This is an optimization exercise on Yosys and OpenROAD, whose aim is small area, a short achievable clock period and few clock cycles, not a production implementation. Function was checked by simulation only, so behaviour that the tests miss may differ from the original. Power figures rest on the tool's default switching activity, not on a simulated workload.

try-harbor:
==> flow/design.v (excerpt) <==
module s_expression_tokenizer (
   input  logic        clock,
   input  logic        reset,
   input  logic        req_valid,
   output logic        req_ready,
   input  logic        req_kind,
   input  logic [7:0]  req_byte_req,
   output logic        rsp_valid,
   input  logic        rsp_ready,
   output logic [2:0]  rsp_token,
   output logic [7:0]  rsp_char_out,
   output logic [63:0] rsp_int_value,
   output logic [1:0]  rsp_error_code,
   output logic [5:0]  rsp_level,
   output logic        rsp_last
);
   sexp_pkg::phase_type phase_ff, phase_in;
   logic [5:0]  depth_ff, depth_in;
   logic        d1_ff;         
   logic        digits_ff, digits_in;
   logic        sat_ff, sat_in;
   logic [63:0] accum_ff, accum_in;
   logic        acc_ld_c, acc_ld_p, acc_hold;
   logic        in_vld_ff;
   logic        in_kind_ff;
   logic [7:0]  in_chr_ff;
   logic        in_quiet_ff;   
   logic        in_atom_ff;    
   logic        in_digit_ff;   
   logic        in_e0_ff;      
   logic        in_e1_ff;      
   logic        valid_ff;
   sexp_pkg::token_type tok_ff, tok_in;
   logic [7:0]  chr_ff, chr_in;
   logic [1:0]  err_ff, err_in;
   logic        last_ff, last_in;
   logic        out_free;
   logic        step;
   logic        emit;
   logic        consume;
   logic        k;
   logic [7:0]  c;
   logic        quiet;
   sexp_pkg::phase_type quiet_ph;
   logic [7:0]  esc_chr;
   logic        esc_ok;
   logic [62:0] add_g;
   logic [62:0] add_p;
   logic [63:0] sum5;
   logic [63:0] prod;
   logic        ovf;
   assign k        = in_kind_ff;
   assign c        = in_chr_ff;
   assign out_free = !valid_ff || rsp_ready;
   assign step     = in_vld_ff && out_free;
   assign quiet    = in_quiet_ff;
   assign quiet_ph = sexp_pkg::is_ws(c) ? sexp_pkg::PH_LIST :
  ...
==> flow/config.mk <==
export PLATFORM = sky130hd
export DESIGN_NAME = s_expression_tokenizer
export DESIGN_NICKNAME = s_expression_tokenizer
export VERILOG_FILES = /design/flow/design.v
export SDC_FILE = /design/flow/constraint.sdc
export NUM_CORES = 4
export LEC_CHECK = 0
export CAP_MARGIN = 20
export CORE_MARGIN = 2
export CORE_UTILIZATION = 65
export CTS_BUF_LIST = sky130_fd_sc_hd__clkbuf_4 sky130_fd_sc_hd__clkbuf_8
export GPL_TIMING_DRIVEN = 1
export SETUP_SLACK_MARGIN = 2.2
export SLEW_MARGIN = 20
==> flow/constraint.sdc <==
create_clock -name core_clock -period 5.0 [get_ports {clock}]
set_input_delay 1.0000 -clock core_clock [delete_from_list [all_inputs] [get_ports {clock}]]
set_output_delay 1.0000 -clock core_clock [all_outputs]
set_load 0.01 [all_outputs]
standard.sh (not shown) runs the stock make flow with config.mk's settings and CLKGATE_MAP_FILE= SYNTH_SCRIPT=/design/flow/synth_recipe.tcl, a recipe that flattens the netlist after the stock synthesis.
==> flow/flow/run.sh <==
#!/bin/bash
# The standard layout, with the ports buffered by the smallest plain buffer
# (buf_1) instead of the delay buffer that buffer_ports picks by default.
# Every input and output port still gets its own buffer.
set -euo pipefail
export BUFFER_PORTS_ARGS="-buffer_cell sky130_fd_sc_hd__buf_1"
bash standard.sh > flow_make.log 2>&1
Looking at the reports, try-harbor completed the entire flow and the layout it produced met the timing, DRC and antenna checks.
Testbench counts of try-harbor, summed over its fixed seeds: cycles 20,739.
Changes in try-fjord relative to try-harbor:
- swapping 2.2 for 2.0 in SETUP_SLACK_MARGIN
- swapping 65 for 55 in CORE_UTILIZATION
Findings:
- Cmp try-fjord vs try-harbor: relative contribution of combinational cells to total power lower in try-fjord
- Measured against each other, try-fjord and try-harbor differ in overall power consumption, the lower figure coming from try-fjord.
- Re final period utilization: try-fjord is 3.7 points down on try-harbor.
- Design area: try-fjord < try-harbor
Relative to try-fjord, the following input files were edited for try-willow:
- a change of CORE_UTILIZATION from 55 to 75
--- outcome ---
- Between try-willow and try-fjord, the maximum number of pins on one net before global-route repair is higher for try-fjord.
- Between try-fjord and try-willow, first-pass GRT wire length increased.
- Side by side, area overhead of the layout relative to synthesis turned out lower in try-willow than in try-fjord.
- Looking at initial cell density of the core, try-willow sits above try-fjord.
- try-willow: met3 wire length is 1.5 mm higher than what try-fjord reported.
- The run showing the smaller routed metal-1 wire length is try-willow.
- Antenna diode count for try-willow: 1 up relative to try-fjord
- Taking try-fjord as the reference, in try-willow share of the final layout cell area in multi-input gates went up; combinational share of power was more or less identical.
- Looking at peak supply drop across both flows, try-willow is the weaker of the two, with try-fjord ahead.
- Die: try-willow smaller than try-fjord
### try-willow -> try-tundra
- SETUP_SLACK_MARGIN: 2.0 -> 2.3
- CORE_UTILIZATION: 75 -> 65
- GPL_TIMING_DRIVEN: 1 -> unset
- CTS_BUF_LIST: sky130_fd_sc_hd__clkbuf_4 sky130_fd_sc_hd__clkbuf_8 -> unset
[summary]
try-tundra completed; timing, DRC and antenna clean. try-tundra ends up with a clock skew that is 0.010 ns lower than in try-willow. Summary — floorplan die area, try-tundra relative to try-willow: higher, by about 15%. Total design power for try-tundra: 16% up relative to try-willow. The number of vias per cell of try-tundra is lower than that of try-willow. Taking try-willow as the reference point, the first-pass GRT wire length of try-tundra falls by 2.2%. Taking try-willow as the reference, in try-tundra design area increased 9.8%; net count of the finished layout increased 36. For try-willow, the worst setup path startpoint was accum_ff[31], unlike try-tundra, where it was in_e0_ff.

========
== onyx ==
Another version of the RTL of s_expression_tokenizer (not shown whole).
Size: roughly 100 flip-flops, ~99 I/O pins, about 10000 sq um of cells after synthesis.
clock: 5.0 ns
lec_check: 0
cap_margin: 20
core_margin: 2
core_utilization: 40
setup_slack_margin: 2.5
slew_margin: 20
run.sh (not shown) runs the stock make flow with config.mk's settings and CLKGATE_MAP_FILE= SYNTH_SCRIPT=/design/flow/synth_recipe.tcl, a recipe that flattens the netlist after the stock synthesis.
Stock flow here: none of the scripts above is used.
onyx completed every stage of the flow, and the final layout passed the timing, DRC and antenna checks.
Testbench counts of onyx, summed over its fixed seeds: cycles 20,739.
Edits applied to the flow inputs when going from onyx to maple:
Settings: SETUP_SLACK_MARGIN changed from 2.5 to 1.5.
[summary]
On multi-input combinational cell count, maple tracks onyx almost exactly.
Diff onyx -> maple: setup slack saw an increase, layout-stage area growth over the synthesis result moved down, first-pass GRT wire length went down, power density relative to cell area rose about 6%.
Looking at cell count, maple sits 155 below onyx.
When maple is set beside onyx, its global-route usage over all layers turns out to be 2.5 points smaller.
Higher number of cells traversed by the worst register-to-register path among maple and onyx: maple
maple reports a lower final period demand of the worst path than onyx does.
Summary of maple over onyx: starting density of the core held; routed wire length went down about 15%.
## Diff of input files: violet against maple
Settings: SETUP_SLACK_MARGIN now 2.0, was 1.5.
## What came out
Of maple and violet, violet shows the lower worst hold slack, with maple above it. Diff maple..violet | count of antenna-violating nets left after detailed routing | negligible. Per the comparison of violet with maple, routed wire length increased 2500 um; final design instance area without fill increased 8.9%; average wire per standard cell increased 4.0%. Higher part of the power in registers among maple and violet: maple. Final cell count up 60 in violet wrt maple. Number of cells traversed by the worst register-to-register path: violet vs maple up 4.

static timing again, ports no longer ideal:
The flow's constraints put no driver on any port. The routed layouts listed below were extracted and timed again, unchanged, in two steps. Step 1 (the two cells are an assumption about what drives the block):
set clk [get_ports {clock}]
set_driving_cell -lib_cell sky130_fd_sc_hd__clkbuf_16 $clk
set_driving_cell -lib_cell sky130_fd_sc_hd__buf_2 [delete_from_list [all_inputs] $clk]
Step 2 adds t to the input delays and takes it off the output delays; t is the mean of the earliest and latest rising clock arrival at the registers after step 1. Input paths then give back, and output paths get back, about the clock's delay inside the block. Three values: no drivers, after step 1, after step 2; two values: the first two.
run | t (ns) | slack for setup (ns) | clock arrival spread, ns | slew at the worst register clock pin (ns)
try-harbor | 0.425 | 1.888 / 1.888 / 1.888 | 0.016 / 0.017 | 0.11 / 0.11
try-fjord | 0.444 | 2.073 / 2.065 / 1.849 | 0.013 / 0.013 | 0.11 / 0.11
try-willow | 0.425 | 1.746 / 1.746 / 1.725 | 0.021 / 0.021 | 0.11 / 0.11
try-tundra | 0.395 | 1.937 / 1.937 / 1.937 | 0.011 / 0.010 | 0.07 / 0.07
onyx | 0.417 | 1.549 / 1.498 / 1.567 | 0.011 / 0.012 | 0.08 / 0.08
maple | 0.407 | 1.556 / 1.508 / 1.579 | 0.010 / 0.010 | 0.09 / 0.09
violet | 0.415 | 1.365 / 1.353 / 1.365 | 0.011 / 0.011 | 0.08 / 0.08
After both steps every run listed still meets setup and hold. The setup slack of try-fjord, which loses most, moves by -0.008 ns with the drivers and by -0.224 ns with both steps.
